Source: an optimization exercise on an open RTL-to-GDS flow (aim: small area). Production flows keep margins and buffers that such runs may drop.
Where RTL was checked, it was by simulation tests only, not by an equivalence proof against the original.
The RTL of run 6 was laid out without a check of its function.
Power figures rest on the tool's default switching activity, not on a simulated workload.

==> design.v <==
package okrt_pkg;
    localparam int CAPACITY     = 16;
    localparam int PAYLOAD_BITS = 64;
    localparam int KEY_W        = 32;
    localparam int PORT_PAY_W   = 64;
    localparam int OP_W         = 2;
    localparam int CNT_W        = $clog2(CAPACITY + 1);
    localparam int IDX_W        = $clog2(CAPACITY);
    localparam logic [OP_W-1:0] OP_ADD    = 2'd0;
    localparam logic [OP_W-1:0] OP_LOOKUP = 2'd1;
    localparam logic [OP_W-1:0] OP_DELETE = 2'd2;
    localparam logic [OP_W-1:0] OP_LIST   = 2'd3;
endpackage
module okrt_cell (
    input  logic                              i_clk,
    input  logic                              i_we,
    input  logic                              i_we_n,
    input  logic [okrt_pkg::KEY_W-1:0]        i_key,
    input  logic [okrt_pkg::PAYLOAD_BITS-1:0] i_pay,
    output logic [okrt_pkg::KEY_W-1:0]        o_key,
    output logic [okrt_pkg::PAYLOAD_BITS-1:0] o_pay,
    output logic                              o_eq
);
    logic [okrt_pkg::KEY_W-1:0]        r_key;
    logic [okrt_pkg::PAYLOAD_BITS-1:0] r_pay;
    always_ff @(posedge i_clk) begin
        r_key <= ({okrt_pkg::KEY_W{i_we}} & i_key)
               | ({okrt_pkg::KEY_W{i_we_n}} & r_key);
        r_pay <= ({okrt_pkg::PAYLOAD_BITS{i_we}} & i_pay)
               | ({okrt_pkg::PAYLOAD_BITS{i_we_n}} & r_pay);
    end
    assign o_key = r_key;
    assign o_pay = r_pay;
    assign o_eq  = (r_key == i_key);
endmodule
module ordered_keyed_record_table_top (
    input  logic                            i_clk,
    input  logic                            i_rst_n,
    input  logic                            start,
    output logic                            busy,
    input  logic [okrt_pkg::OP_W-1:0]       i_op,
    input  logic [okrt_pkg::KEY_W-1:0]      i_key,
    input  logic [okrt_pkg::PORT_PAY_W-1:0] i_payload,
    output logic                            o_valid,
    output logic                            o_ok,
    output logic [okrt_pkg::KEY_W-1:0]      o_key_out,
    output logic [okrt_pkg::PORT_PAY_W-1:0] o_payload_out,
    output logic [okrt_pkg::CNT_W-1:0]      o_used_count,
    output logic                            o_full_res,
    output logic                            o_last
);
    localparam int N  = okrt_pkg::CAPACITY;
    localparam int IW = okrt_pkg::IDX_W;
    localparam int CW = okrt_pkg::CNT_W;
    localparam int KW = okrt_pkg::KEY_W;
    localparam int PW = okrt_pkg::PAYLOAD_BITS;
    logic [KW-1:0]  w_key [N];
    logic [PW-1:0]  w_pay [N];
    logic [N-1:0]   w_eq;
    logic [N-1:0]   r_vld;
    logic [N-1:0]   r_free;
    logic [N-1:0]   r_free_n;
    logic [N-1:0]   r_psel;
    logic [N-1:0]   r_ksel;
    logic [IW-1:0]  r_ord [N];
    logic [CW-1:0]  r_count;
    logic [IW-1:0]  r_pos;
    logic           r_busy;
    logic           r_valid;
    logic           r_ok;
    logic           r_last;
    genvar g;
    generate
        for (g = 0; g < N; g++) begin : g_slot
            okrt_cell u_cell (
                .i_clk  (i_clk),
                .i_we   (r_free[g]),
                .i_we_n (r_free_n[g]),
                .i_key  (i_key),
                .i_pay  (i_payload[PW-1:0]),
                .o_key  (w_key[g]),
                .o_pay  (w_pay[g]),
                .o_eq   (w_eq[g])
            );
        end
    endgenerate
    logic [N-1:0]  w_hit;
    logic          w_found;
    logic          w_acc;
    logic          w_add_ok;
    logic          w_del_ok;
    logic          w_lkp;
    logic          w_list;
    logic          w_seq;
    assign w_hit    = r_vld & w_eq;
    assign w_found  = |w_hit;
    assign w_acc    = start && !r_busy;
    assign w_add_ok = w_acc && (i_op == okrt_pkg::OP_ADD) && !r_count[CW-1] && !w_found;
    assign w_del_ok = w_acc && (i_op == okrt_pkg::OP_DELETE) && w_found;
    assign w_lkp    = w_acc && (i_op == okrt_pkg::OP_LOOKUP);
    assign w_list   = w_acc && (i_op == okrt_pkg::OP_LIST);
    assign w_seq    = r_busy || (w_list && (r_count != '0));
    logic [N-1:0]  n_vld;
    logic [N-1:0]  n_free;
    logic [IW-1:0] w_fidx;
    logic [IW-1:0] w_hidx;
    assign n_vld = i_rst_n ? ((r_vld | (r_free & {N{w_add_ok}})) & ~(w_hit & {N{w_del_ok}}))
                           : '0;
    always_comb begin
        logic seen;
        seen   = 1'b0;
        n_free = '0;
        for (int s = 0; s < N; s++) begin
            n_free[s] = !n_vld[s] && !seen;
            seen      = seen || !n_vld[s];
        end
    end
    always_comb begin
        w_fidx = '0;
        w_hidx = '0;
        for (int s = 0; s < N; s++) begin
            w_fidx = w_fidx | (r_free[s] ? IW'(s) : '0);
            w_hidx = w_hidx | (w_hit[s] ? IW'(s) : '0);
        end
    end
    logic [N-1:0]  w_shift;
    logic [IW-1:0] n_ord [N];
    always_comb begin
        logic seen;
        seen = 1'b0;
        for (int k = 0; k < N; k++) begin
            seen       = seen || (r_ord[k] == w_hidx);
            w_shift[k] = w_del_ok && seen;
        end
    end
    always_comb begin
        for (int k = 0; k < N; k++) begin
            if (w_shift[k])
                n_ord[k] = (k == N - 1) ? '0 : r_ord[(k == N - 1) ? k : k + 1];
            else if (r_count == CW'(k))
                n_ord[k] = w_fidx;
            else
                n_ord[k] = r_ord[k];
        end
    end
    logic [IW-1:0] w_pos;
    logic [IW-1:0] w_sidx;
    logic          w_end;
    logic [N-1:0]  n_ksel;
    assign w_pos  = r_busy ? r_pos : '0;
    assign w_sidx = r_ord[w_pos];
    assign w_end  = ({1'b0, w_pos} + CW'(1)) == r_count;
    always_comb begin
        for (int s = 0; s < N; s++) n_ksel[s] = w_seq && (w_sidx == IW'(s));
    end
    always_ff @(posedge i_clk) begin
        if (!i_rst_n) begin
            r_busy  <= 1'b0;
            r_valid <= 1'b0;
            r_count <= '0;
        end else begin
            r_busy  <= w_seq && !w_end;
            r_valid <= r_busy || w_acc;
            r_count <= r_count + CW'(w_add_ok) - CW'(w_del_ok);
        end
        r_vld    <= n_vld;
        r_free   <= n_free;
        r_free_n <= ~n_free;
        for (int k = 0; k < N; k++) r_ord[k] <= n_ord[k];
        r_pos    <= w_pos + IW'(1);
        r_psel   <= w_hit & {N{w_lkp && !r_busy}};
        r_ksel   <= n_ksel;
        r_ok     <= r_busy || w_add_ok || ((w_lkp || (w_acc && (i_op == okrt_pkg::OP_DELETE))) && w_found)
                    || (w_list && (r_count != '0));
        r_last   <= w_seq ? w_end : 1'b1;
    end
    always_comb begin
        o_key_out     = '0;
        o_payload_out = '0;
        for (int s = 0; s < N; s++) begin
            o_key_out     = o_key_out     | (w_key[s] & {KW{r_ksel[s]}});
            o_payload_out = o_payload_out | (w_pay[s] & {PW{r_psel[s]}});
        end
    end
    assign busy         = r_busy;
    assign o_valid      = r_valid;
    assign o_ok         = r_ok;
    assign o_used_count = r_count;
    assign o_full_res   = r_count[CW-1];
    assign o_last       = r_last;
endmodule
==> run.sh <==
#!/bin/bash
# synth_recipe.tcl (not shown) runs the flow's synth.tcl, then flattens the netlist and writes it again
# the make line also repeats each setting of config.mk as NAME=value (left out here)
make -C /OpenROAD-flow-scripts/flow DESIGN_CONFIG=/design/flow/config.mk WORK_HOME=/design/flow/orfs CLKGATE_MAP_FILE= SYNTH_SCRIPT=/design/flow/synth_recipe.tcl finish
==> config.mk <==
export PLATFORM = sky130hd
export DESIGN_NAME = ordered_keyed_record_table_top
export DESIGN_NICKNAME = ordered_keyed_record_table_top
export VERILOG_FILES = /design/flow/design.v
export SDC_FILE = /design/flow/constraint.sdc
export NUM_CORES = 4
export LEC_CHECK = 0
export CAP_MARGIN = 20
export CORE_MARGIN = 2
export CORE_UTILIZATION = 30
export PLACE_DENSITY = 0.5
export SLEW_MARGIN = 20
==> constraint.sdc <==
create_clock -name core_clock -period 7.0 [get_ports {i_clk}]
set_input_delay 1.4000 -clock core_clock [delete_from_list [all_inputs] [get_ports {i_clk}]]
set_output_delay 1.4000 -clock core_clock [all_outputs]
set_load 0.01 [all_outputs]
==> impl_metrics.py, run 1 <==
metrics = {
    "setup_path": {
        "timing.rr.start": "g_slot[11].u_cell.r_key[4]$_DFF_P_",
        "worst_r2r_endpoint": "r_ord[9][1]$_DFFE_PP_",
        "crit_fanout": 12,
        "path_class": "in2reg",
        "required_ns": 7.62,
        "reg2reg_depth": 12,
        "arrival_ns": 6.63,
        "reg2reg_slack_ns": 1.53,
        "start_kind": "input port",
        "cp-end-kind": "flip-flop",
    },
    "cts": {
        "root_buffer": "clkbuf_16",
        "clock_latency_ns": 0.87,
        "cts_tree": "built",
        "hold_buffers": 0,
        "cts_resized": 0,
        "post_cts.repair.setup_buffers": 0,
        "numCtsBuffers": 186,
        "cts.sinks": 1692,
        "cts_max_path_buffers": 3,
        "h-tree-depth": 4,
        "clk_pin_slew_ns": 0.06,
    },
    "outcome": {
        "outcome": "complete, no violations",
    },
    "timing": {
        "max_freq_ghz": 0.166,
        "drv_slew": 0,
        "fin_crit_sh_pct": 85.9,
        "fin_tns_setup_ns": 0,
        "worst_slew_pin_slew_ns": 1.23,
        "hold_viol": 0,
        "fin_worst_skew_ns": 0.0565,
        "min_period_ns": 6.01,
        "slew_headroom_pct": 18.0,
        "rsz0062_at_grt": "false",
        "holdWs_ns": 0.471,
        "setup_viol": 0,
    },
    "hold_path": {
        "worst_hold_path.endpoint": "g_slot[4].u_cell.r_pay[63]$_DFF_P_",
        "hold_start": "g_slot[4].u_cell.r_pay[63]$_DFF_P_",
        "worstHoldPathType": "reg2reg",
        "min_path_cells": 1,
    },
    "floorplanning": {
        "die_y_um": 486,
        "die_area_um2": 236000,
        "rows": 176,
        "initial_core_util_pct": 30.2,
        "ios": 207,
        "core_area_um2": 230000,
        "fp.dieW_um": 486,
    },
    "detailed_routing": {
        "vias_per_cell": 6.50,
        "vias": 61000,
        "drtPass1Iterations": 6,
        "wl_per_cell_um": 37.7,
        "first_iter_violations": 8813,
        "drc_errors": 0,
        "drt-total-wl_um": 354000,
        "ant_nets": 0,
    },
    "yosys": {
        "avgSynthCellArea_um2": 10.8,
        "syn-instance-count": 6426,
        "async_flop_share_pct": 0,
        "synth_edf_count": 60,
        "ys_warn_count": 8,
        "syn_area_um2": 69600,
        "synth_flop_cell": "dfxtp_1",
        "synth_cell_type_count": 73,
        "ys_ff_latch": 1692,
        "synth-seq-area-share_pct": 49.5,
    },
    "pwr": {
        "power.leakage_nw": 29.4,
        "finalPower_mw": 22.1,
        "power_density_nw_per_um2": 277,
        "max-vdd-ir-drop_mv": 0.241,
    },
    "placement": {
        "numPortBuffers": 206,
        "gp_congestion": 1.03,
        "place_hpwl_um": 217000,
        "dpl-instance-area_um2": 73600,
    },
    "grt": {
        "grt_max_degree": 57,
        "grt_pass1_vias": 56700,
        "antenna_found_initial": 32,
        "grt_pass1_wl_um": 484000,
        "grt_usage_pct": 28.7,
        "grt-ovfl-total": 0,
    },
    "layout": {
        "drive_gt1_share_pct": 10.0,
        "areaGrowthSynthToFinish_pct": 14.6,
        "fin_nets": 6312,
        "final_core_util_pct": 34.7,
        "final_area_um2": 79800,
    },
    "job": {
        "cap_viol_max_count": 0,
    },
}
sequential cells by signal, indices dropped and copies added (netlist names):
name / count
g_slot.u_cell.r_pay: 1024
g_slot.u_cell.r_key: 512
r_ord: 64
r_free: 16
r_free_n: 16
r_ksel: 16
r_psel: 16
r_vld: 15
r_count: 5
r_pos: 4
r_busy: 1
r_last: 1
r_ok: 1
r_valid: 1
critical path, stage by stage:
cell,delay [ns]
buf_2,0.44
buf_4,0.30
xor2_1,0.68
nor4_1,0.13
nand3_1,0.21
or4_1,0.33
nand4_1,0.30
nor2_1,0.73
buf_4,0.26
xnor2_1,0.12
nor4_1,0.08
buf_4,0.16
a2111oi_4,0.46
nand2_1,0.20
o21ai_1,0.42
mux2_2,0.39
logic make-up after synthesis:
logic type / synth area share [%]
muxes: 1.10
adders and majority gates: 0.226
buffers and inverters: 4.99
xor gates and xnor gates: 7.13
DFF: 49.5
and+or+nand+nor: 6.53
AOI/OAI and AO/OA: 30.5
per-stage QoR:
stage	instances	worst slack, ns
CTS	9373	1.30
global route	9384	0.885
detailed placement	9037	0.387
global placement	9036	0.492
floorplan	6426	1.80
finish	9387	0.985
metal layers:
layer  share of wire [%]  up-vias  global-route usage [%]
li1                    -    24700                       -
met1                  43    31200                    40.3
met2                  42     4258                    41.5
met3                  11      800                    6.87
met4                 4.8       20                    12.6
met5               0.038        -                       0
final cells by class:
class,count,area [um^2]
clock inverter,61,796
clock buffer,275,5450
multi-input combinational,3902,31700
timing repair buffer,386,3300
antenna,14,35.0
inverter,31,116
tap,3026,3790
fill,22700,150000
sequential,1692,34700
cell usage in the layout (no fill, tap or decap), types with 46 or more instances in the layout:
master / n
dfxtp_1: 1581
nand3_1: 48
xor2_1: 273
clkdlybuf4s50_1: 174
clkbuf_16: 186
dfxtp_4: 48
nand2_1: 79
clkbuf_8: 46
buf_4: 175
nand4_1: 228
xnor2_1: 294
mux2_2: 56
a22o_1: 1926
nor4_1: 144
a221oi_1: 384
edfxtp_1: 60
nor2_1: 107
Yosys cell counts, types with 17 or more instances:
master	n	area, um^2
a22o_1	1926	16900
dfxtp_1	1632	32700
clkbuf_1	591	2220
a221oi_1	384	3360
xnor2_1	294	2570
xor2_1	273	2390
nand4_1	228	1430
nor4_1	144	901
nor2_1	107	402
buf_1	106	398
nand2_1	79	297
edfxtp_1	60	1800
mux2_2	56	631
buf_4	51	383
nand3_1	48	240
nor3_1	43	215
a21oi_1	40	200
buf_2	38	190
o21ai_0	37	185
inv_1	30	113
nand2b_1	19	119
nand4b_1	17	149
power breakdown:
group	total [mW]	switching (mW)	internal, mW
combinational	1.64	1.04	0.600
clock	10.1	4.33	5.78
sequential	10.4	0.340	10.0
total	22.1	5.71	16.4
worst max path at each step:
stage | startpoint | end | slack [ns] | depth (start not counted)
floorplan | i_key[31] | r_ord[11][0]$_DFFE_PP_ | 1.80 | 14
CTS | i_key[0] | r_ord[12][3]$_DFFE_PP_ | 1.30 | 16
global route | i_key[0] | r_ord[12][1]$_DFFE_PP_ | 0.88 | 16
finish | i_key[0] | r_ord[12][3]$_DFFE_PP_ | 0.99 | 16
detailed placement | i_key[0] | r_ord[12][3]$_DFFE_PP_ | 0.39 | 16
global placement | i_key[7] | r_ord[12][2]$_DFFE_PP_ | 0.49 | 15
==> run 2: changes to the inputs <==
--- a/design.v
+++ b/design.v
@@ -15,8 +15,8 @@
     input  logic                              i_clk,
     input  logic                              i_we,
     input  logic                              i_we_n,
-    input  logic [okrt_pkg::KEY_W-1:0]        i_key,
-    input  logic [okrt_pkg::PAYLOAD_BITS-1:0] i_pay,
+    input  logic [okrt_pkg::KEY_W-1:0]        i_bkey,
+    input  logic [okrt_pkg::PAYLOAD_BITS-1:0] i_bpay,
     output logic [okrt_pkg::KEY_W-1:0]        o_key,
     output logic [okrt_pkg::PAYLOAD_BITS-1:0] o_pay,
     output logic                              o_eq
@@ -24,14 +24,14 @@
     logic [okrt_pkg::KEY_W-1:0]        r_key;
     logic [okrt_pkg::PAYLOAD_BITS-1:0] r_pay;
     always_ff @(posedge i_clk) begin
-        r_key <= ({okrt_pkg::KEY_W{i_we}} & i_key)
-               | ({okrt_pkg::KEY_W{i_we_n}} & r_key);
-        r_pay <= ({okrt_pkg::PAYLOAD_BITS{i_we}} & i_pay)
-               | ({okrt_pkg::PAYLOAD_BITS{i_we_n}} & r_pay);
+        r_key <= ~((r_key | {okrt_pkg::KEY_W{i_we}})
+                 & (i_bkey | {okrt_pkg::KEY_W{i_we_n}}));
+        r_pay <= ~((r_pay | {okrt_pkg::PAYLOAD_BITS{i_we}})
+                 & (i_bpay | {okrt_pkg::PAYLOAD_BITS{i_we_n}}));
     end
     assign o_key = r_key;
     assign o_pay = r_pay;
-    assign o_eq  = (r_key == i_key);
+    assign o_eq  = (r_key == i_bkey);
 endmodule
 module ordered_keyed_record_table_top (
     input  logic                            i_clk,
@@ -69,6 +69,13 @@
     logic           r_valid;
     logic           r_ok;
     logic           r_last;
+    logic           r_phase;
+    logic           r_kinv;
+    logic           r_pinv;
+    logic [KW-1:0]  w_bkey;
+    logic [PW-1:0]  w_bpay;
+    assign w_bkey = i_key ^ {KW{r_phase}};
+    assign w_bpay = i_payload[PW-1:0] ^ {PW{r_phase}};
     genvar g;
     generate
         for (g = 0; g < N; g++) begin : g_slot
@@ -76,8 +83,8 @@
                 .i_clk  (i_clk),
                 .i_we   (r_free[g]),
                 .i_we_n (r_free_n[g]),
-                .i_key  (i_key),
-                .i_pay  (i_payload[PW-1:0]),
+                .i_bkey (w_bkey),
+                .i_bpay (w_bpay),
                 .o_key  (w_key[g]),
                 .o_pay  (w_pay[g]),
                 .o_eq   (w_eq[g])
@@ -168,7 +175,10 @@
         r_free_n <= ~n_free;
         for (int k = 0; k < N; k++) r_ord[k] <= n_ord[k];
         r_pos    <= w_pos + IW'(1);
-        r_psel   <= w_hit & {N{w_lkp && !r_busy}};
+        r_psel   <= w_hit & {N{w_lkp}};
+        r_phase  <= !r_phase;
+        r_kinv   <= !r_phase && w_seq;
+        r_pinv   <= !r_phase && w_lkp && w_found;
         r_ksel   <= n_ksel;
         r_ok     <= r_busy || w_add_ok || ((w_lkp || (w_acc && (i_op == okrt_pkg::OP_DELETE))) && w_found)
                     || (w_list && (r_count != '0));
@@ -181,6 +191,8 @@
             o_key_out     = o_key_out     | (w_key[s] & {KW{r_ksel[s]}});
             o_payload_out = o_payload_out | (w_pay[s] & {PW{r_psel[s]}});
         end
+        o_key_out     = o_key_out ^ {KW{r_kinv}};
+        o_payload_out = o_payload_out ^ {PW{r_pinv}};
     end
     assign busy         = r_busy;
     assign o_valid      = r_valid;
--- a/config.mk
+++ b/config.mk
@@ -7,6 +7,11 @@
 export LEC_CHECK = 0
 export CAP_MARGIN = 20
 export CORE_MARGIN = 2
-export CORE_UTILIZATION = 30
-export PLACE_DENSITY = 0.5
+export CORE_UTILIZATION = 50
+export CTS_BUF_LIST = sky130_fd_sc_hd__clkbuf_8 sky130_fd_sc_hd__clkbuf_16
+export CTS_CLUSTER_DIAMETER = 60
+export CTS_CLUSTER_SIZE = 20
+export PLACE_DENSITY = 0.65
 export SLEW_MARGIN = 20
+export SYNTH_HIERARCHICAL = 1
+export SYNTH_MINIMUM_KEEP_SIZE = 0
==> impl_metrics.py, run 2 <==
metrics = {
    "placement": {
        "numPortBuffers": 206,
        "gp_congestion": 0.962,
        "place_hpwl_um": 145000,
        "dpl-instance-area_um2": 69900,
    },
    "setup_path": {
        "crit_path_start": "r_phase$_DFF_P_",
        "reg2reg_slack_ns": 0.69,
        "worst_r2r_endpoint": "r_ord[14][2]$_DFFE_PP_",
        "required_ns": 7.52,
        "path_class": "reg2reg",
        "start_kind": "flip-flop",
        "reg2reg_depth": 17,
        "timing.rr.start": "r_phase$_DFF_P_",
        "arrival_ns": 6.83,
        "cp-end-kind": "flip-flop",
        "crit_fanout": 16,
    },
    "detailed_routing": {
        "drt-total-wl_um": 266000,
        "vias": 58900,
        "ant_nets": 0,
        "wl_per_cell_um": 33.3,
        "first_iter_violations": 9796,
        "drtPass1Iterations": 8,
        "drc_errors": 0,
        "vias_per_cell": 7.37,
    },
    "layout": {
        "num_antenna_cells": 0,
        "final_area_um2": 74900,
        "mostFrequentLayoutCell": "dfxtp_1",
        "layout_common_cells": "1582 x dfxtp_1, 1541 x o22ai_1, 662 x xor2_1",
        "largest_reg_flops": 1024,
        "areaGrowthSynthToFinish_pct": 15.4,
        "fin_nets": 6264,
        "top_register": "g_slot.u_cell.r_pay",
        "drive_gt1_share_pct": 11.4,
        "largestRegisters": "g_slot.u_cell.r_pay: 1024 flops, g_slot.u_cell.r_key: 512 flops, r_ord: 64 flops",
    },
    "cts": {
        "cts.sinks": 1695,
        "h-tree-depth": 4,
        "clk_pin_slew_ns": 0.07,
        "cts_tree": "built",
        "post_cts.repair.setup_buffers": 0,
        "clock_latency_ns": 0.81,
        "numCtsBuffers": 131,
        "hold_buffers": 0,
        "cts_resized": 0,
        "root_buffer": "clkbuf_16",
        "cts_max_path_buffers": 3,
    },
    "yosys": {
        "syn-instance-count": 6102,
        "synth_edf_count": 60,
        "synth_cell_type_count": 66,
        "async_flop_share_pct": 0,
        "ys_warn_count": 14,
        "yosysMostFrequentCell": "dfxtp_1",
        "yosysTopAreaCell": "dfxtp_1",
        "yosys.area.top_type_share_pct": 50.4,
        "synth_flop_cell": "dfxtp_1",
        "synth-seq-area-share_pct": 53.2,
        "synth_area_leaders": "dfxtp_1 50%, o22ai_1 15%, xor2_1 10%",
        "synth_common_cells": "1635 x dfxtp_1, 1541 x o22ai_1, 748 x xor2_1",
        "avgSynthCellArea_um2": 10.6,
        "ys_ff_latch": 1695,
        "syn_area_um2": 64900,
    },
    "timing": {
        "slew_headroom_pct": 17.1,
        "drv_slew": 0,
        "fin_crit_sh_pct": 90.1,
        "fin_worst_skew_ns": 0.0475,
        "hold_viol": 0,
        "min_period_ns": 6.31,
        "rsz0062_at_grt": "false",
        "setup_viol": 0,
        "fin_tns_setup_ns": 0,
        "max_freq_ghz": 0.159,
        "worst_slew_pin_slew_ns": 1.24,
    },
    "floorplanning": {
        "initial_core_util_pct": 50.3,
        "die_y_um": 364,
        "fp.dieW_um": 364,
        "rows": 132,
        "die_area_um2": 133000,
        "core_area_um2": 129000,
        "ios": 207,
    },
    "pwr": {
        "max-vdd-ir-drop_mv": 0.255,
        "power_density_nw_per_um2": 270,
        "power.leakage_nw": 29.2,
    },
    "grt": {
        "grt-ovfl-total": 0,
        "grt_usage_pct": 38.7,
        "grt_pass1_wl_um": 383000,
        "grt_max_degree": 62,
        "antenna_found_initial": 2,
        "grt_pass1_vias": 56100,
    },
    "hold_path": {
        "worstHoldPathType": "reg2reg",
        "min_path_cells": 1,
        "hold_start": "g_slot[12].u_cell.r_pay[62]$_DFF_P_",
        "worst_hold_path.endpoint": "g_slot[12].u_cell.r_pay[62]$_DFF_P_",
    },
    "outcome": {
        "outcome": "complete, no violations",
    },
    "job": {
        "cap_viol_max_count": 0,
    },
}
## run 2: cell types whose count changed after synthesis, moves of 89 or more
cell	change
nand4_1	-89
xor2_1	+475
a22o_1	-1539
o22ai_1	+1533
buf_2	+156
xnor2_1	-269
clkbuf_1	-277
## run 2: worst max-delay path by stage
| stage | end | slack [ns] |
|---|---|---|
| after floorplan | r_count[4]$_SDFF_PN0_ | 0.29 |
| after global placement | r_ord[14][1]$_DFFE_PP_ | 0.09 |
| after detailed placement | r_ord[14][2]$_DFFE_PP_ | 0.06 |
| after CTS | r_ord[14][1]$_DFFE_PP_ | 0.78 |
| after global routing | r_ord[14][2]$_DFFE_PP_ | 0.53 |
| final | r_ord[14][2]$_DFFE_PP_ | 0.69 |
## run 2: critical path, cell delays in order, from the launching register on
cell     delay, ns
dfxtp_4       0.81
buf_12        0.36
xor2_4        0.52
buf_4         0.23
xor2_1        0.07
nor4_1        0.71
nand4_1       0.42
nor2_1        0.35
a22oi_1       0.17
nand4_1       0.27
buf_12        0.16
xor2_1        0.19
nor4_2        0.10
nor4_1        0.37
buf_4         0.19
a41oi_2       0.14
or4_1         0.58
mux2_1        0.36
## run 2: power by group
group	internal [mW]	switching, mW	total [mW]
registers	10.1	0.406	10.5
logic	0.694	0.878	1.57
clock network	4.19	3.92	8.11
total	15.0	5.20	20.2
## run 2: layer usage
metal  track usage [%]  vias to the layer above  part of all wire, %
li1                  -                    24200                    -
met1              51.9                    29000                   39
met2              57.7                     4737                   43
met3              9.94                      952                   13
met4              19.3                        2                  5.2
met5                 0                        -               0.0041
## run 2: per-stage QoR
| step | instances | util [%] | hold slack (ns) | power, mW | setup slack [ns] |
|---|---|---|---|---|---|
| after floorplan | 6102 | - | 0.422 | 11.5 | 0.291 |
| after global placement | 7757 | 54.1 | 0.429 | 12.2 | 0.0867 |
| after detailed placement | 7757 | 54.1 | 0.437 | 12.3 | 0.0624 |
| after CTS | 7992 | 57.7 | 0.447 | 20.2 | 0.777 |
| after global routing | 7995 | 58.0 | 0.454 | 20.7 | 0.533 |
| final | 7995 | 58.0 | 0.446 | 20.2 | 0.694 |
## run 2: layout make-up
| class | count | area [um^2] |
|---|---|---|
| clock buffer | 146 | 3530 |
| fill | 11100 | 54200 |
| multi-input combinational | 3805 | 28800 |
| sequential | 1695 | 34700 |
| clock inverter | 89 | 1050 |
| tap | 1742 | 2180 |
| timing repair buffer | 486 | 4490 |
| inverter | 32 | 120 |
## run 2: Yosys stat by module (local to each module, per instance)
module | cell area (um^2) | cells | flip-flops and latches | copies in the design
ordered_keyed_record_table_top | 17500 | 1990 | 159 | 1
okrt_cell | 2970 | 257 | 96 | 16
## run 2: cell families after synthesis
logic type | Yosys count | synth area share, %
AOI/OAI and AO/OA | 2427 | 26.5
xor gates and xnor gates | 773 | 10.4
DFF | 1695 | 53.2
buffers and inverters | 602 | 3.91
and+or+nand+nor | 530 | 4.63
muxes | 63 | 1.08
adders and majority gates | 12 | 0.243
==> run 3: changes to the inputs <==
==> config.mk (replaced) <==
export PLATFORM = sky130hd
export DESIGN_NAME = ordered_keyed_record_table_top
export DESIGN_NICKNAME = ordered_keyed_record_table_top
export VERILOG_FILES = /design/flow/design.v
export SDC_FILE = /design/flow/constraint.sdc
export NUM_CORES = 4
export LEC_CHECK = 0
export CAP_MARGIN = 20
export CORE_MARGIN = 2
export CORE_UTILIZATION = 30
export CTS_BUF_LIST = sky130_fd_sc_hd__clkbuf_8
export CTS_CLUSTER_DIAMETER = 50
export CTS_CLUSTER_SIZE = 16
export PLACE_DENSITY = 0.5
export SLEW_MARGIN = 20
export SYNTH_HIERARCHICAL = 1
export SYNTH_MINIMUM_KEEP_SIZE = 0
==> impl_metrics.py, run 3 <==
metrics = {
    "outcome": {
        "outcome": "complete, no violations",
    },
    "setup_path": {
        "required_ns": 7.69,
        "crit_fanout": 32,
        "worst_r2r_endpoint": "r_ord[14][2]$_DFFE_PP_",
        "crit_path_start": "r_phase$_DFF_P_",
        "reg2reg_slack_ns": 0.61,
        "start_kind": "flip-flop",
        "cp-end-kind": "flip-flop",
        "crit_path_end": "r_ord[14][2]$_DFFE_PP_",
        "path_class": "reg2reg",
        "arrival_ns": 7.08,
        "timing.rr.start": "r_phase$_DFF_P_",
        "reg2reg_depth": 19,
    },
    "yosys": {
        "async_flop_share_pct": 0,
        "yosysMostFrequentCell": "dfxtp_1",
        "ys_warn_count": 14,
        "synth_edf_count": 60,
        "yosysTopAreaCell": "dfxtp_1",
        "yosys.area.top_type_share_pct": 50.4,
        "synth-seq-area-share_pct": 53.2,
        "syn-instance-count": 6102,
        "syn_area_um2": 64900,
        "avgSynthCellArea_um2": 10.6,
        "synth_area_leaders": "dfxtp_1 50%, o22ai_1 15%, xor2_1 10%",
        "synth_common_cells": "1635 x dfxtp_1, 1541 x o22ai_1, 748 x xor2_1",
        "synth_cell_type_count": 66,
        "synth_flop_cell": "dfxtp_1",
        "ys_ff_latch": 1695,
    },
    "grt": {
        "grt_pass1_vias": 56000,
        "grt_usage_pct": 25.9,
        "grt_max_degree": 55,
        "grt_pass1_wl_um": 419000,
        "antenna_found_initial": 4,
        "grt-ovfl-total": 0,
    },
    "cts": {
        "cts_max_path_buffers": 3,
        "root_buffer": "clkbuf_8",
        "numCtsBuffers": 153,
        "h-tree-depth": 4,
        "clk_pin_slew_ns": 0.11,
        "clock_latency_ns": 0.99,
        "hold_buffers": 0,
        "cts.sinks": 1695,
        "cts_resized": 0,
        "post_cts.repair.setup_buffers": 0,
        "cts_tree": "built",
    },
    "timing": {
        "max_freq_ghz": 0.156,
        "slew_headroom_pct": 16.0,
        "setup_viol": 0,
        "fin_worst_skew_ns": 0.0637,
        "hold_viol": 0,
        "rsz0062_at_grt": "false",
        "worst_slew_pin_slew_ns": 1.26,
        "fin_crit_sh_pct": 91.3,
        "min_period_ns": 6.39,
        "fin_tns_setup_ns": 0,
        "drv_slew": 0,
    },
    "floorplanning": {
        "fp.dieW_um": 469,
        "rows": 170,
        "die_area_um2": 220000,
        "die_y_um": 469,
        "initial_core_util_pct": 30.2,
        "ios": 207,
        "core_area_um2": 215000,
    },
    "pwr": {
        "finalPower_mw": 19.1,
        "max-vdd-ir-drop_mv": 0.214,
        "power.leakage_nw": 29.0,
        "power_density_nw_per_um2": 253,
    },
    "layout": {
        "largestRegisters": "g_slot.u_cell.r_pay: 1024 flops, g_slot.u_cell.r_key: 512 flops, r_ord: 64 flops",
        "mostFrequentLayoutCell": "dfxtp_1",
        "largest_reg_flops": 1024,
        "layout_common_cells": "1569 x dfxtp_1, 1541 x o22ai_1, 677 x xor2_1",
        "drive_gt1_share_pct": 12.4,
        "fin_nets": 6325,
        "areaGrowthSynthToFinish_pct": 16.4,
        "top_register": "g_slot.u_cell.r_pay",
    },
    "detailed_routing": {
        "wl_per_cell_um": 32.4,
        "vias_per_cell": 6.34,
        "drc_errors": 0,
        "drtPass1Iterations": 6,
        "vias": 58200,
        "drt-total-wl_um": 298000,
        "first_iter_violations": 7368,
        "ant_nets": 0,
    },
    "hold_path": {
        "worstHoldPathType": "reg2reg",
    },
    "placement": {
        "numPortBuffers": 206,
        "place_hpwl_um": 164000,
        "gp_congestion": 0.917,
    },
    "job": {
        "cap_viol_max_count": 0,
    },
}
==> run 3: area by class of cell <==
| class | count | area [um^2] |
|---|---|---|
| Sequential cell | 1695 | 34700 |
| Clock inverter | 104 | 1250 |
| Inverter | 32 | 120 |
| Fill cell | 21500 | 139000 |
| Antenna cell | 6 | 15.0 |
| Multi-Input combinational cell | 3805 | 28800 |
| Timing Repair Buffer | 525 | 4810 |
| Tap cell | 2838 | 3550 |
| Clock buffer | 169 | 2330 |
==> run 3: per-layer routing <==
| metal | share of wire, % | wire length [um] | up-vias | GRT usage [%] |
|---|---|---|---|---|
| met1 | 42 | 126000 | 29700 | 35.2 |
| met4 | 4.2 | 12400 | 0 | 10.4 |
| li1 | - | - | 24300 | - |
| met2 | 44 | 131000 | 3550 | 40.0 |
| met3 | 9.5 | 28300 | 687 | 5.31 |
| met5 | 0 | 0 | - | 0 |
==> run 3: through the flow <==
stage	util, %	instances	instance area (um^2)	worst slack [ns]	hold slack [ns]
after floorplan	-	6102	64900	0.291	0.422
after global placement	33.4	8894	71700	-0.0813	0.430
after detailed placement	33.4	8894	71700	-0.138	0.437
after CTS	35.1	9167	75300	0.668	0.450
after global routing	35.2	9173	75600	0.527	0.457
final	35.2	9174	75600	0.610	0.449
==> run 3: worst min-delay path by stage <==
stage,start,to,slack (ns),cells after the start
after global placement,g_slot[3].u_cell.r_pay[63]$_DFF_P_,g_slot[3].u_cell.r_pay[63]$_DFF_P_,0.43,1
after floorplan,g_slot[0].u_cell.r_pay[1]$_DFF_P_,g_slot[0].u_cell.r_pay[1]$_DFF_P_,0.42,1
after detailed placement,g_slot[6].u_cell.r_pay[25]$_DFF_P_,g_slot[6].u_cell.r_pay[25]$_DFF_P_,0.44,1
after CTS,g_slot[3].u_cell.r_pay[1]$_DFF_P_,g_slot[3].u_cell.r_pay[1]$_DFF_P_,0.45,1
final,g_slot[8].u_cell.r_pay[20]$_DFF_P_,g_slot[8].u_cell.r_pay[20]$_DFF_P_,0.45,1
after global routing,g_slot[4].u_cell.r_pay[36]$_DFF_P_,g_slot[4].u_cell.r_pay[36]$_DFF_P_,0.46,1
==> run 3: kinds of logic (layout without fill, tap and decap cells) <==
group | count (synthesis) | after routing | synth area share [%]
other | 0 | 6 | 0
AO/OA/AOI/OAI | 2427 | 2427 | 26.5
flip-flops | 1695 | 1695 | 53.2
adder cells (fa/ha/maj) | 12 | 12 | 0.243
XOR/XNOR | 773 | 773 | 10.4
AND/OR/NAND/NOR | 530 | 530 | 4.63
multiplexers | 63 | 63 | 1.08
buffers and inverters | 602 | 830 | 3.91
==> run 3: power by group <==
part	internal, mW	switching, mW
Combinational	0.706	0.949
Sequential	10.1	0.376
Clock	3.14	3.81
==> run 3: worst max-delay path: stages (launching register included) <==
cell      delay [ns]
dfxtp_4         0.70
buf_4           0.35
xor2_4          0.22
buf_12          0.23
xor2_1          0.09
nor4_1          0.84
nand4_1         0.34
buf_4           0.26
nor2_1          0.28
a222oi_1        0.17
nand4_1         0.24
buf_12          0.15
buf_4           0.14
buf_4           0.18
xor2_1          0.17
nor4_1          0.07
a211oi_1        0.40
a41oi_2         0.22
or4_1           0.60
mux2_1          0.35
==> run 3: per-module statistics from Yosys, one instance, submodules excluded <==
module                          cell area (um^2)  flops+latches  copies in the design  cells inside
okrt_cell                                   2970             96                    16           257
ordered_keyed_record_table_top             17500            159                     1          1990
==> run 4: changes to the inputs <==
--- a/design.v
+++ b/design.v
@@ -32,6 +32,32 @@
     assign o_key = r_key;
     assign o_pay = r_pay;
     assign o_eq  = (r_key == i_bkey);
+endmodule
+module okrt_aoi3 (
+    input  logic [2:0] i_a,
+    input  logic [2:0] i_b,
+    output logic       o_y
+);
+    assign o_y = ~|(i_a & i_b);
+endmodule
+module okrt_rd16 (
+    input  logic [15:0] i_d,
+    input  logic [15:0] i_sel,
+    output logic        o_y
+);
+    logic [5:0] w_n;
+    genvar g;
+    generate
+        for (g = 0; g < 5; g++) begin : g_aoi
+            okrt_aoi3 u_aoi (
+                .i_a (i_d[3*g +: 3]),
+                .i_b (i_sel[3*g +: 3]),
+                .o_y (w_n[g])
+            );
+        end
+    endgenerate
+    assign w_n[5] = ~(i_d[15] & i_sel[15]);
+    assign o_y    = ~&w_n;
 endmodule
 module ordered_keyed_record_table_top (
     input  logic                            i_clk,
@@ -184,16 +210,27 @@
                     || (w_list && (r_count != '0));
         r_last   <= w_seq ? w_end : 1'b1;
     end
-    always_comb begin
-        o_key_out     = '0;
-        o_payload_out = '0;
-        for (int s = 0; s < N; s++) begin
-            o_key_out     = o_key_out     | (w_key[s] & {KW{r_ksel[s]}});
-            o_payload_out = o_payload_out | (w_pay[s] & {PW{r_psel[s]}});
-        end
-        o_key_out     = o_key_out ^ {KW{r_kinv}};
-        o_payload_out = o_payload_out ^ {PW{r_pinv}};
-    end
+    genvar b;
+    generate
+        for (b = 0; b < KW; b++) begin : g_rdk
+            logic [N-1:0] w_col;
+            logic         w_y;
+            for (g = 0; g < N; g++) begin : g_c
+                assign w_col[g] = w_key[g][b];
+            end
+            okrt_rd16 u_rd (.i_d(w_col), .i_sel(r_ksel), .o_y(w_y));
+            assign o_key_out[b] = w_y ^ r_kinv;
+        end
+        for (b = 0; b < PW; b++) begin : g_rdp
+            logic [N-1:0] w_col;
+            logic         w_y;
+            for (g = 0; g < N; g++) begin : g_c
+                assign w_col[g] = w_pay[g][b];
+            end
+            okrt_rd16 u_rd (.i_d(w_col), .i_sel(r_psel), .o_y(w_y));
+            assign o_payload_out[b] = w_y ^ r_pinv;
+        end
+    endgenerate
     assign busy         = r_busy;
     assign o_valid      = r_valid;
     assign o_ok         = r_ok;
==> impl_metrics.py, run 4 <==
metrics = {
    "setup_path": {
        "critical_path_buf_inv_count": 8,
        "cpMaxStageDelayCell": "a222oi_1",
        "reg2reg_slack_ns": 1.06,
        "arrival_ns": 6.77,
        "cp-end-kind": "flip-flop",
        "path_delay_family": "buffers and inverters",
        "required_ns": 7.83,
        "cp_common_cell": "buf_4",
        "path_class": "reg2reg",
        "crit_fanout": 29,
        "cp_slowest_stage_delay_ns": 0.65,
        "worstPathCellList": "buf_4 -> xor2_4 -> buf_4 -> xor2_1 -> nor4_1 -> buf_4 -> nand4_1 -> nor2_1 -> buf_4 -> a222oi_1 -> nand4_2 -> buf_12 -> buf_4 -> o21ai_2 -> buf_4 -> o221ai_1 -> inv_2 -> nand4_4 -> nor2_4 -> nand3_2 -> or4_1",
        "start_kind": "flip-flop",
    },
    "grt": {
        "grt_pass1_wl_um": 381000,
        "antenna_found_initial": 10,
        "grt-ovfl-total": 0,
        "grt_usage_pct": 23.4,
        "grt_pass1_vias": 54000,
        "grt_max_degree": 65,
    },
    "detailed_routing": {
        "wl_met2_um": 117000,
        "wl_met3_um": 24400,
        "wl_per_cell_um": 29.6,
        "ant_nets": 0,
        "wl_met1_um": 113000,
        "drc_errors": 0,
        "vias_per_cell": 6.23,
        "highest_layer": "met5",
        "vias": 55700,
        "first_iter_violations": 8656,
        "drt-total-wl_um": 265000,
        "drtPass1Iterations": 12,
    },
    "cts": {
        "clock_latency_ns": 0.97,
        "cts.sinks": 1695,
        "hold_buffers": 0,
        "clk_pin_slew_ns": 0.10,
        "cts_max_path_buffers": 3,
        "post_cts.repair.setup_buffers": 0,
        "cts_resized": 0,
        "cts_tree": "built",
        "root_buffer": "clkbuf_8",
        "numCtsBuffers": 159,
        "h-tree-depth": 4,
    },
    "placement": {
        "numPlacedInstances": 8661,
        "place_hpwl_um": 153000,
        "gp_congestion": 0.853,
        "numPortBuffers": 206,
    },
    "timing": {
        "rsz0062_at_grt": "false",
        "slew_headroom_pct": 14.8,
        "setup_viol": 0,
        "min_period_ns": 5.94,
        "worst_slew_pin_slew_ns": 1.27,
        "max_freq_ghz": 0.168,
        "drv_slew": 0,
        "fin_tns_setup_ns": 0,
        "fin_worst_skew_ns": 0.0644,
        "hold_viol": 0,
        "fin_crit_sh_pct": 84.8,
    },
    "yosys": {
        "yosysMostFrequentCell": "dfxtp_1",
        "synth_area_leaders": "dfxtp_1 52%, o22ai_1 15%, xor2_1 10%",
        "synth_common_cells": "1635 x dfxtp_1, 1539 x o22ai_1, 756 x xor2_1",
        "synth_cell_type_count": 75,
        "synth-seq-area-share_pct": 54.5,
        "synth_edf_count": 60,
        "ys_ff_latch": 1695,
        "ys_warn_count": 14,
        "yosysTopAreaCell": "dfxtp_1",
        "synth_flop_cell": "dfxtp_1",
        "syn_area_um2": 63300,
        "syn-instance-count": 5807,
        "async_flop_share_pct": 0,
        "avgSynthCellArea_um2": 10.9,
        "yosys.area.top_type_share_pct": 51.7,
    },
    "floorplanning": {
        "ios": 207,
        "fp.dieW_um": 463,
        "core_area_um2": 210000,
        "die_area_um2": 215000,
        "initial_core_util_pct": 30.2,
        "rows": 168,
        "die_y_um": 463,
    },
    "pwr": {
        "power.leakage_nw": 27.9,
        "finalPower_mw": 18.7,
        "p_int_mw": 13.8,
        "power_density_nw_per_um2": 253,
        "switching_share_pct": 26.5,
        "clock_power_share_pct": 36.8,
        "p_switching_mw": 4.96,
        "combPwrFrac_pct": 7.6,
        "max-vdd-ir-drop_mv": 0.197,
        "seqPwrFrac_pct": 55.6,
    },
    "layout": {
        "layout_common_cells": "1581 x dfxtp_1, 1539 x o22ai_1, 680 x xor2_1",
        "largest_reg_flops": 1024,
        "mostFrequentLayoutCell": "dfxtp_1",
        "largestRegisters": "g_slot.u_cell.r_pay: 1024 flops, g_slot.u_cell.r_key: 512 flops, r_ord: 64 flops",
        "areaGrowthSynthToFinish_pct": 16.9,
        "drive_gt1_share_pct": 11.9,
        "fin_cells": 8950,
        "fin_nets": 6130,
        "top_register": "g_slot.u_cell.r_pay",
    },
    "hold_path": {
        "worstHoldPathType": "reg2reg",
    },
    "outcome": {
        "outcome": "complete, no violations",
    },
    "job": {
        "cap_viol_max_count": 0,
    },
}
[run 4: changes by cell type after synthesis, moves of 10 or more]
cell / previous run / this run
buf_1: 55 / 15
and3_1: 2 / 103
a222oi_1: 8 / 484
nor2_1: 96 / 85
nand2b_1: 15 / 4
nand2_1: 41 / 143
a221oi_1: 386 / 3
clkbuf_1: 314 / 184
a22o_1: 387 / 18
a21o_1: 1 / 11
nor3_1: 20 / 9
[run 4: modules after synthesis (local to each module, per instance)]
module	flip-flops and latches	area, um^2	cells inside	times used
okrt_rd16	0	16.3	3	96
okrt_aoi3	0	10.0	1	480
ordered_keyed_record_table_top	159	9480	927	1
okrt_cell	96	2970	257	16
[run 4: path summary, 6_finish.rpt]
| check | start | endpoint | depth (start not counted) |
|---|---|---|---|
| max reg2reg | r_phase$_DFF_P_ | r_free_n[11]$_DFF_P_ | 21 |
| max | r_phase$_DFF_P_ | r_free_n[11]$_DFF_P_ | 21 |
| min | g_slot[15].u_cell.r_pay[48]$_DFF_P_ | g_slot[15].u_cell.r_pay[48]$_DFF_P_ | 1 |
| min reg2reg | g_slot[15].u_cell.r_pay[48]$_DFF_P_ | g_slot[15].u_cell.r_pay[48]$_DFF_P_ | 1 |
[run 4: cell type report]
cell class	count	area [um^2]
inverters	30	113
repair buffers	452	4260
flip-flops and latches	1695	34700
diodes	6	15.0
clock inverters	113	1280
fillers	21000	136000
clock buffers	170	2340
multi-input cells	3679	27800
well taps	2805	3510
[run 4: worst register-to-register path: cells and delay by family (launching register included)]
| kind | cells | cell delay (ns) |
|---|---|---|
| buffers and inverters | 8 | 2.02 |
| AND/OR/NAND/NOR | 8 | 1.57 |
| XOR/XNOR | 2 | 0.53 |
| flip-flops | 1 | 0.64 |
| AO/OA/AOI/OAI | 3 | 1.07 |
[run 4: per-layer routing]
layer,GRT usage [%],up-vias
met4,8.87,4
met5,0,-
met2,35.9,3170
met1,32.2,28100
met3,4.58,529
li1,-,23900
[run 4: logic make-up (layout without fill, tap and decap cells)]
| logic type | Yosys count | after routing | synth area share, % |
|---|---|---|---|
| AOI/OAI and AO/OA | 2134 | 2134 | 24.2 |
| other | 0 | 6 | 0 |
| xor gates and xnor gates | 776 | 776 | 10.7 |
| muxes | 63 | 63 | 1.11 |
| and+or+nand+nor | 694 | 694 | 6.14 |
| DFF | 1695 | 1695 | 54.5 |
| adders and majority gates | 12 | 12 | 0.249 |
| buffers and inverters | 433 | 765 | 3.04 |
[run 4: stage by stage]
stage          instance area [um^2]  hold WS (ns)  setup WS, ns  utilization (%)
4_1_cts                       73800         0.450          1.09             35.2
6_report                      74000         0.445          1.06             35.3
3_3_place_gp                  70100         0.429         0.190             33.4
5_1_grt                       74000         0.456         0.799             35.3
2_1_floorplan                 63300         0.421         0.531                -
3_5_place_dp                  70100         0.436         0.211             33.4
[run 4: power by group through the flow]
stage / logic [mW] / clock network, mW / registers, mW
global placement: 1.38 / 0 / 10.6
finish: 1.43 / 6.90 / 10.4
floorplan: 0.824 / 0 / 10.5
global route: 1.52 / 7.41 / 10.5
detailed placement: 1.40 / 0 / 10.6
CTS: 1.41 / 7.02 / 10.4
==> run 5: changes to the inputs <==
==> flow/run.sh (new file) <==
#!/bin/bash
# Standard layout with two changes: the port buffers are the smallest buffer
# (buf_1) instead of the default delay-cell buffer, and CTS places no dummy loads.
# Every tool's full output stays in orfs/logs; make's own output goes to make.log.
set -euo pipefail
CTS="-sink_clustering_enable -repair_clock_nets -sink_clustering_size 16 -sink_clustering_max_diameter 50 -buf_list sky130_fd_sc_hd__clkbuf_8 -dont_use_dummy_load"
bash standard.sh "BUFFER_PORTS_ARGS=-buffer_cell sky130_fd_sc_hd__buf_1" "CTS_ARGS=$CTS" finish > make.log 2>&1
==> standard.sh (new file) <==
#!/bin/bash
# synth_recipe.tcl (not shown) runs the flow's synth.tcl, then flattens the netlist and writes it again
# the make line also repeats each setting of config.mk as NAME=value (left out here)
make -C /OpenROAD-flow-scripts/flow DESIGN_CONFIG=/design/flow/config.mk WORK_HOME=/design/flow/orfs CLKGATE_MAP_FILE= SYNTH_SCRIPT=/design/flow/synth_recipe.tcl "${@:-finish}"
removed: run.sh
==> impl_metrics.py, run 5 <==
metrics = {
    "yosys": {
        "synth_common_cells": "1635 x dfxtp_1, 1539 x o22ai_1, 756 x xor2_1",
        "yosysTopAreaCell": "dfxtp_1",
        "synth_top_family_by_area": "compound AO/OA/AOI/OAI gates",
        "syn-instance-count": 5807,
        "yosysMostFrequentCell": "dfxtp_1",
        "async_flop_share_pct": 0,
        "synth_compound_area_share_pct": 24.2,
        "synth_flop_cell": "dfxtp_1",
        "yosys.area.top_type_share_pct": 51.7,
        "synth_edf_count": 60,
        "avgSynthCellArea_um2": 10.9,
        "yosys.area_share.simple_pct": 6.14,
        "ys_ff_latch": 1695,
        "yosys.area_share.xor_xnor_pct": 10.7,
        "muxShareOfSynthArea_pct": 1.11,
        "ys_warn_count": 14,
        "synth-seq-area-share_pct": 54.5,
        "synthAdderAreaFrac_pct": 0.249,
        "synth_cell_type_count": 75,
        "synth_area_leaders": "dfxtp_1 52%, o22ai_1 15%, xor2_1 10%",
        "syn_area_um2": 63300,
    },
    "floorplanning": {
        "fp.dieW_um": 463,
        "initial_core_util_pct": 30.2,
        "rows": 168,
        "ios": 207,
        "core_area_um2": 210000,
        "die_area_um2": 215000,
        "die_y_um": 463,
    },
    "grt": {
        "antenna_found_initial": 8,
        "grt_pass1_vias": 53700,
        "grt_pass1_wl_um": 378000,
        "grt_max_degree": 64,
        "grt-ovfl-total": 0,
        "grt_usage_pct": 23.2,
    },
    "setup_path": {
        "worstPathCellList": "buf_4 -> xor2_4 -> xor2_1 -> nor4_1 -> nand4_1 -> buf_4 -> nor2_1 -> buf_4 -> a22oi_1 -> nand4_1 -> buf_12 -> buf_4 -> xor2_1 -> nor4_2 -> nor3_1 -> and3_1 -> a21o_1 -> mux2_1",
        "critical_path_buf_inv_count": 5,
        "start_kind": "flip-flop",
        "cp_common_cell": "buf_4",
        "cp-end-kind": "flip-flop",
        "crit_fanout": 15,
        "required_ns": 7.60,
        "cpMaxStageDelayCell": "nor4_1",
        "cp_slowest_stage_delay_ns": 0.91,
        "path_delay_family": "simple AND/OR/NAND/NOR gates",
        "arrival_ns": 6.86,
        "path_class": "reg2reg",
    },
    "timing": {
        "rsz0062_at_grt": "false",
        "drv_slew": 0,
        "worst_slew_pin_slew_ns": 1.19,
        "min_period_ns": 6.26,
        "fin_crit_sh_pct": 89.5,
        "setup_viol": 0,
        "max_freq_ghz": 0.160,
        "fin_worst_skew_ns": 0.105,
        "setup_slack_ns": 0.738,
        "slew_headroom_pct": 20.4,
        "hold_viol": 0,
        "fin_tns_setup_ns": 0,
    },
    "pwr": {
        "max-vdd-ir-drop_mv": 0.191,
        "power_density_nw_per_um2": 240,
        "power.leakage_nw": 26.4,
        "finalPower_mw": 17.0,
    },
    "hold_path": {
        "worstHoldPathType": "reg2reg",
    },
    "layout": {
        "nFillCells": 21400,
        "largest_reg_flops": 1024,
        "top_register": "g_slot.u_cell.r_pay",
        "multi_input_area_um2": 27800,
        "areaGrowthSynthToFinish_pct": 11.9,
        "fin_nets": 6087,
        "mostFrequentLayoutCell": "dfxtp_1",
        "largestRegisters": "g_slot.u_cell.r_pay: 1024 flops, g_slot.u_cell.r_key: 512 flops, r_ord: 64 flops",
        "layout_common_cells": "1583 x dfxtp_1, 1539 x o22ai_1, 679 x xor2_1",
        "drive_gt1_share_pct": 9.71,
        "seqCellArea_um2": 34700,
    },
    "cts": {
        "cts.sinks": 1695,
        "cts_tree": "built",
        "root_buffer": "clkbuf_8",
        "cts_max_path_buffers": 3,
        "numCtsBuffers": 160,
        "clock_latency_ns": 0.95,
        "cts_resized": 0,
        "h-tree-depth": 4,
        "hold_buffers": 0,
        "post_cts.repair.setup_buffers": 0,
        "clk_pin_slew_ns": 0.06,
    },
    "detailed_routing": {
        "drtPass1Iterations": 13,
        "vias": 55300,
        "vias_per_cell": 6.30,
        "first_iter_violations": 8327,
        "wl_per_cell_um": 30.0,
        "ant_nets": 0,
        "drt-total-wl_um": 263000,
        "drc_errors": 0,
    },
    "placement": {
        "dpl_worst_slack_ns": 0.349,
        "place_hpwl_um": 152000,
        "numPortBuffers": 206,
        "gp_congestion": 0.849,
    },
    "outcome": {
        "outcome": "complete, no violations",
    },
    "job": {
        "cap_viol_max_count": 0,
    },
}
==> run 5: cell count changes in the layout (fill, tap and decap cells not counted), moves of 4 or more <==
cell	before	now
buf_1	0	206
buf_12	28	17
buf_4	218	184
bufinv_16	19	0
clkbuf_8	170	160
clkdlybuf4s50_1	206	0
clkinv_2	17	0
clkinv_4	7	0
clkinv_8	4	0
clkinvlp_4	20	0
inv_1	44	28
inv_6	22	0
inv_8	5	0
==> run 5: through the flow <==
step / util, % / area, um^2 / instances / hold slack, ns
5_1_grt: 33.8 / 70900 / 8782 / 0.456
3_5_place_dp: 32.6 / 68400 / 8617 / 0.436
3_3_place_gp: 32.6 / 68300 / 8616 / 0.428
6_report: 33.8 / 70900 / 8783 / 0.444
4_1_cts: 33.7 / 70600 / 8777 / 0.446
2_1_floorplan: - / 63300 / 5807 / 0.421
==> run 5: cells by family (layout without fill, tap and decap cells) <==
kind of cell               count (synthesis)  in the layout
adders and majority gates                 12             12
DFF                                     1695           1695
AOI/OAI and AO/OA                       2134           2134
other                                      0              6
buffers and inverters                    433            598
xor gates and xnor gates                 776            776
and+or+nand+nor                          694            694
muxes                                     63             63
==> run 5: metal layers <==
layer / vias to the layer above / GRT usage (%) / share of wire (%)
met3: 487 / 4.34 / 9.1
met2: 3036 / 36.1 / 45
met4: 2 / 8.53 / 3.4
li1: 23600 / - / -
met1: 28100 / 32.0 / 43
met5: - / 0 / 0.0053
==> run 5: per-module statistics from Yosys (local to each module, per instance) <==
module / flip-flops and latches / cells
okrt_cell: 96 / 257
ordered_keyed_record_table_top: 159 / 927
okrt_rd16: 0 / 3
okrt_aoi3: 0 / 1
==> run 5: path summary, 6_finish.rpt <==
check	startpoint	end	slack, ns	depth (start not counted)
worst min-delay path	g_slot[3].u_cell.r_pay[44]$_DFF_P_	g_slot[3].u_cell.r_pay[44]$_DFF_P_	0.44	1
worst max-delay path	r_phase$_DFF_P_	r_ord[14][2]$_DFFE_PP_	0.74	18
worst min register to register	g_slot[3].u_cell.r_pay[44]$_DFF_P_	g_slot[3].u_cell.r_pay[44]$_DFF_P_	0.44	1
worst max register to register	r_phase$_DFF_P_	r_ord[14][2]$_DFFE_PP_	0.74	18
==> run 5: cell type report <==
cell class	instances	area share, %
Sequential cell	1695	49.0
Multi-Input combinational cell	3679	39.2
Tap cell	2805	4.95
Timing Repair Buffer	408	3.53
Clock buffer	160	3.11
Inverter	30	0.159
Antenna cell	6	0.0212
==> run 5: power breakdown <==
part           total, mW  internal (mW)  switching [mW]  leakage (nW)
Combinational       1.31          0.515           0.794          9.86
Sequential          10.4           10.1           0.336          15.4
Clock               5.29           2.03            3.26          1.15
==> run 6: changes to the inputs <==
--- a/design.v
+++ b/design.v
@@ -59,6 +59,13 @@
     assign w_n[5] = ~(i_d[15] & i_sel[15]);
     assign o_y    = ~&w_n;
 endmodule
+module okrt_sel3 (
+    input  logic [2:0] i_d,
+    input  logic [2:0] i_s,
+    output logic       o_y
+);
+    assign o_y = |(i_d & i_s);
+endmodule
 module ordered_keyed_record_table_top (
     input  logic                            i_clk,
     input  logic                            i_rst_n,
@@ -85,7 +92,6 @@
     logic [N-1:0]   w_eq;
     logic [N-1:0]   r_vld;
     logic [N-1:0]   r_free;
-    logic [N-1:0]   r_free_n;
     logic [N-1:0]   r_psel;
     logic [N-1:0]   r_ksel;
     logic [IW-1:0]  r_ord [N];
@@ -108,7 +114,7 @@
             okrt_cell u_cell (
                 .i_clk  (i_clk),
                 .i_we   (r_free[g]),
-                .i_we_n (r_free_n[g]),
+                .i_we_n (!r_free[g]),
                 .i_bkey (w_bkey),
                 .i_bpay (w_bpay),
                 .o_key  (w_key[g]),
@@ -166,16 +172,27 @@
             w_shift[k] = w_del_ok && seen;
         end
     end
-    always_comb begin
-        for (int k = 0; k < N; k++) begin
-            if (w_shift[k])
-                n_ord[k] = (k == N - 1) ? '0 : r_ord[(k == N - 1) ? k : k + 1];
-            else if (r_count == CW'(k))
-                n_ord[k] = w_fidx;
-            else
-                n_ord[k] = r_ord[k];
-        end
-    end
+    generate
+        for (g = 0; g < N; g++) begin : g_ord
+            logic [2:0]    w_s;
+            logic [IW-1:0] w_nxt;
+            assign w_s[0] = w_shift[g];
+            assign w_s[1] = !w_shift[g] && (r_count == CW'(g));
+            assign w_s[2] = !w_shift[g] && (r_count != CW'(g));
+            if (g == N - 1) begin : g_last
+                assign w_nxt = '0;
+            end else begin : g_mid
+                assign w_nxt = r_ord[g+1];
+            end
+            for (genvar i = 0; i < IW; i++) begin : g_bit
+                okrt_sel3 u_sel (
+                    .i_d ({r_ord[g][i], w_fidx[i], w_nxt[i]}),
+                    .i_s (w_s),
+                    .o_y (n_ord[g][i])
+                );
+            end
+        end
+    endgenerate
     logic [IW-1:0] w_pos;
     logic [IW-1:0] w_sidx;
     logic          w_end;
@@ -198,7 +215,6 @@
         end
         r_vld    <= n_vld;
         r_free   <= n_free;
-        r_free_n <= ~n_free;
         for (int k = 0; k < N; k++) r_ord[k] <= n_ord[k];
         r_pos    <= w_pos + IW'(1);
         r_psel   <= w_hit & {N{w_lkp}};
==> flow/run.sh (replaced) <==
#!/bin/bash
# Standard layout with two changes: the port buffers are the smallest buffer
# (buf_1) instead of the default delay-cell buffer, and CTS places no dummy loads.
# Every tool's full output stays in orfs/logs; make's own output goes to make.log.
set -euo pipefail
CTS="-sink_clustering_enable -repair_clock_nets -sink_clustering_size 28 -sink_clustering_max_diameter 70 -buf_list sky130_fd_sc_hd__clkbuf_16 -dont_use_dummy_load"
bash standard.sh "BUFFER_PORTS_ARGS=-buffer_cell sky130_fd_sc_hd__buf_1" "CTS_ARGS=$CTS" finish > make.log 2>&1
--- a/config.mk
+++ b/config.mk
@@ -7,11 +7,11 @@
 export LEC_CHECK = 0
 export CAP_MARGIN = 20
 export CORE_MARGIN = 2
-export CORE_UTILIZATION = 30
+export CORE_UTILIZATION = 45
 export CTS_BUF_LIST = sky130_fd_sc_hd__clkbuf_8
 export CTS_CLUSTER_DIAMETER = 50
 export CTS_CLUSTER_SIZE = 16
-export PLACE_DENSITY = 0.5
+export PLACE_DENSITY = 0.6
 export SLEW_MARGIN = 20
 export SYNTH_HIERARCHICAL = 1
 export SYNTH_MINIMUM_KEEP_SIZE = 0
==> impl_metrics.py, run 6 <==
metrics = {
    "setup_path": {
        "arrival_ns": 6.91,
        "required_ns": 7.62,
        "worst_r2r_endpoint": "r_ord[14][0]$_DFF_P_",
        "timing.rr.start": "r_phase$_DFF_P_",
        "reg2reg_depth": 18,
        "reg2reg_slack_ns": 0.71,
        "crit_path_start": "r_phase$_DFF_P_",
        "crit_path_end": "r_ord[14][0]$_DFF_P_",
        "path_class": "reg2reg",
        "cp-end-kind": "flip-flop",
        "start_kind": "flip-flop",
        "crit_fanout": 16,
    },
    "yosys": {
        "synth_common_cells": "1680 x dfxtp_1, 1538 x o22ai_1, 730 x xor2_1",
        "synth_top_family_by_area": "compound AO/OA/AOI/OAI gates",
        "synth_cell_type_count": 59,
        "syn_area_um2": 62600,
        "yosys.area_share.simple_pct": 6.12,
        "yosysMostFrequentCell": "dfxtp_1",
        "yosysTopAreaCell": "dfxtp_1",
        "synth_flop_cell": "dfxtp_1",
        "yosys.area_share.xor_xnor_pct": 10.8,
        "synth_edf_count": 0,
        "muxShareOfSynthArea_pct": 0.0679,
        "async_flop_share_pct": 0,
        "synth_compound_area_share_pct": 25.6,
        "yosys.area.top_type_share_pct": 53.7,
        "synth_area_leaders": "dfxtp_1 54%, o22ai_1 15%, xor2_1 10%",
        "syn-instance-count": 5897,
        "ys_ff_latch": 1680,
        "avgSynthCellArea_um2": 10.6,
        "synthAdderAreaFrac_pct": 0.252,
        "ys_warn_count": 13,
        "synth-seq-area-share_pct": 53.7,
    },
    "detailed_routing": {
        "drc_errors": 0,
        "ant_nets": 0,
        "drt-total-wl_um": 243000,
        "wl_per_cell_um": 31.2,
        "drtPass1Iterations": 14,
        "first_iter_violations": 10100,
        "vias_per_cell": 7.18,
        "vias": 55800,
    },
    "floorplanning": {
        "die_y_um": 377,
        "initial_core_util_pct": 45.4,
        "fp.dieW_um": 377,
        "ios": 207,
        "rows": 136,
        "core_area_um2": 138000,
        "die_area_um2": 142000,
    },
    "placement": {
        "numPortBuffers": 206,
        "gp_congestion": 0.949,
        "dpl_worst_slack_ns": 0.223,
        "place_hpwl_um": 137000,
        "dpl-instance-area_um2": 66300,
    },
    "layout": {
        "drive_gt1_share_pct": 7.38,
        "largest_reg_flops": 1024,
        "top_register": "g_slot.u_cell.r_pay",
        "largestRegisters": "g_slot.u_cell.r_pay: 1024 flops, g_slot.u_cell.r_key: 512 flops, r_ord: 64 flops",
        "mostFrequentLayoutCell": "dfxtp_1",
        "num_antenna_cells": 0,
        "fin_nets": 6093,
        "nFillCells": 12700,
        "final_area_um2": 69200,
        "layout_common_cells": "1630 x dfxtp_1, 1538 x o22ai_1, 641 x xor2_1",
        "areaGrowthSynthToFinish_pct": 10.6,
        "final_core_util_pct": 50.2,
    },
    "grt": {
        "antenna_found_initial": 6,
        "grt_pass1_wl_um": 355000,
        "grt_pass1_vias": 53100,
        "grt_max_degree": 70,
        "grt_usage_pct": 32.8,
        "grt-ovfl-total": 0,
    },
    "pwr": {
        "power_density_nw_per_um2": 247,
        "power.leakage_nw": 26.4,
        "finalPower_mw": 17.1,
        "max-vdd-ir-drop_mv": 0.199,
    },
    "timing": {
        "setup_slack_ns": 0.715,
        "drv_slew": 0,
        "slew_headroom_pct": 15.8,
        "worst_slew_pin_slew_ns": 1.26,
        "rsz0062_at_grt": "false",
        "fin_tns_setup_ns": 0,
        "fin_crit_sh_pct": 89.8,
        "fin_worst_skew_ns": 0.0996,
        "min_period_ns": 6.29,
        "hold_viol": 0,
        "setup_viol": 0,
        "max_freq_ghz": 0.159,
    },
    "outcome": {
        "outcome": "complete, no violations",
    },
    "cts": {
        "cts.sinks": 1680,
        "clk_pin_slew_ns": 0.08,
        "root_buffer": "clkbuf_16",
        "h-tree-depth": 3,
        "hold_buffers": 0,
        "numCtsBuffers": 99,
        "cts_tree": "built",
        "cts_max_path_buffers": 3,
        "post_cts.repair.setup_buffers": 0,
        "cts_resized": 0,
        "clock_latency_ns": 0.80,
    },
    "hold_path": {
        "hold_start": "g_slot[5].u_cell.r_pay[58]$_DFF_P_",
        "worstHoldPathType": "reg2reg",
    },
    "job": {
        "cap_viol_max_count": 0,
    },
}
run 6: through the flow:
step,hold slack (ns),std cells
final,0.445,7772
after global routing,0.454,7772
after CTS,0.446,7765
after detailed placement,0.436,7666
after global placement,0.429,7665
after floorplan,0.421,5900
run 6: cell families (layout without fill, tap and decap cells):
logic type | count (synthesis) | in the layout
xor gates and xnor gates | 771 | 771
buffers and inverters | 504 | 582
adders and majority gates | 12 | 12
other | 1 | 4
and+or+nand+nor | 700 | 700
muxes | 4 | 4
DFF | 1680 | 1680
AOI/OAI and AO/OA | 2225 | 2225
run 6: area by class of cell:
cell class	instances	area (um^2)	area share [%]
clock buffers	99	2480	3.58
inverters	102	423	0.611
multi-input cells	3716	27900	40.3
flip-flops and latches	1680	33800	48.8
well taps	1794	2240	3.24
repair buffers	381	2430	3.50
run 6: modules after synthesis, one instance, submodules excluded:
| module | area, um^2 | cells |
|---|---|---|
| okrt_cell | 2970 | 257 |
| okrt_sel3 | 13.8 | 2 |
| okrt_rd16 | 16.3 | 3 |
| ordered_keyed_record_table_top | 7900 | 889 |
| okrt_aoi3 | 10.0 | 1 |
run 6: how the worst min path moves through the flow:
stage	end	slack (ns)	depth (start not counted)
floorplan	g_slot[0].u_cell.r_pay[0]$_DFF_P_	0.42	1
global placement	g_slot[12].u_cell.r_pay[27]$_DFF_P_	0.43	1
detailed placement	g_slot[0].u_cell.r_pay[55]$_DFF_P_	0.44	1
CTS	g_slot[15].u_cell.r_pay[55]$_DFF_P_	0.45	1
global route	g_slot[4].u_cell.r_pay[34]$_DFF_P_	0.45	1
finish	g_slot[5].u_cell.r_pay[58]$_DFF_P_	0.45	1
run 6: metal layers:
layer  up-vias  global-route usage [%]  share of wire [%]  wire length [um]
met3       557                    6.68                 11             27000
met5         -                   0.274              0.050               121
met1     27700                    44.9                 41             98700
li1      23900                       -                  -                 -
met4        12                    12.3                3.6              8820
met2      3635                    50.8                 45            108000
run 6: worst max-delay path: stages (launching register included):
cell	delay [ns]
dfxtp_4	0.65
buf_12	0.37
xor2_4	0.63
buf_4	0.28
xor2_1	0.09
nor4_1	0.62
nand4_1	0.26
nor2_1	0.30
a222oi_1	0.28
and4_1	0.24
o22a_1	0.18
a32oi_1	0.36
and4_1	0.30
nand3_1	0.17
o41a_1	0.51
buf_4	0.17
a211oi_1	0.42
a222oi_1	0.17
inv_1	0.09
run 6: report_power, final:
part | switching [mW] | internal [mW] | total [mW]
Sequential | 0.317 | 9.94 | 10.3
Clock | 3.14 | 2.50 | 5.65
Combinational | 0.733 | 0.481 | 1.21
Total | 4.19 | 12.9 | 17.1

==> separate check: timing with driven ports <==
In the flow no input, the clock included, has a driving cell. The finished layouts below were timed again as built, in two steps.
Step 1 (the two cells are an assumption about what drives the block):
set clk [get_ports {i_clk}]
set_driving_cell -lib_cell sky130_fd_sc_hd__clkbuf_16 $clk
set_driving_cell -lib_cell sky130_fd_sc_hd__buf_2 [delete_from_list [all_inputs] $clk]
Step 2 moves the port delays by t, midway between the first and last clock arrival at a register: inputs arrive t later, outputs are due t later. That takes back most of the time a late clock gives input paths.
Three values: ideal ports, drivers, drivers and shift; two values: the first two.
run | shift t [ns] | slack for setup (ns) | hold slack, ns | slew at the worst register clock pin (ns) | worst data-port slew with drivers (ns)
run 1 | 0.942 | 0.985 / 1.063 / 0.121 | 0.471 / 0.471 / 0.471 | 0.07 / 0.07 | 0.25
run 2 | 0.860 | 0.694 / 0.694 / -0.073 | 0.446 / 0.446 / 0.446 | 0.09 / 0.09 | 0.08
run 3 | 1.041 | 0.610 / 0.610 / -0.287 | 0.449 / 0.449 / 0.449 | 0.11 / 0.11 | 0.10
run 4 | 1.014 | 1.061 / 1.061 / 0.102 | 0.445 / 0.445 / 0.445 | 0.11 / 0.11 | 0.14
run 5 | 0.976 | 0.738 / 0.738 / 0.357 | 0.444 / 0.444 / 0.444 | 0.10 / 0.10 | 0.08
run 6 | 0.815 | 0.715 / 0.715 / 0.110 | 0.445 / 0.445 / 0.445 | 0.11 / 0.11 | 0.21
With both steps, setup timing fails in run 2 and run 3, where it was met with ideal ports. The setup slack of run 4, which loses most, moves by 0.000 ns with the drivers and by -0.959 ns with both steps.
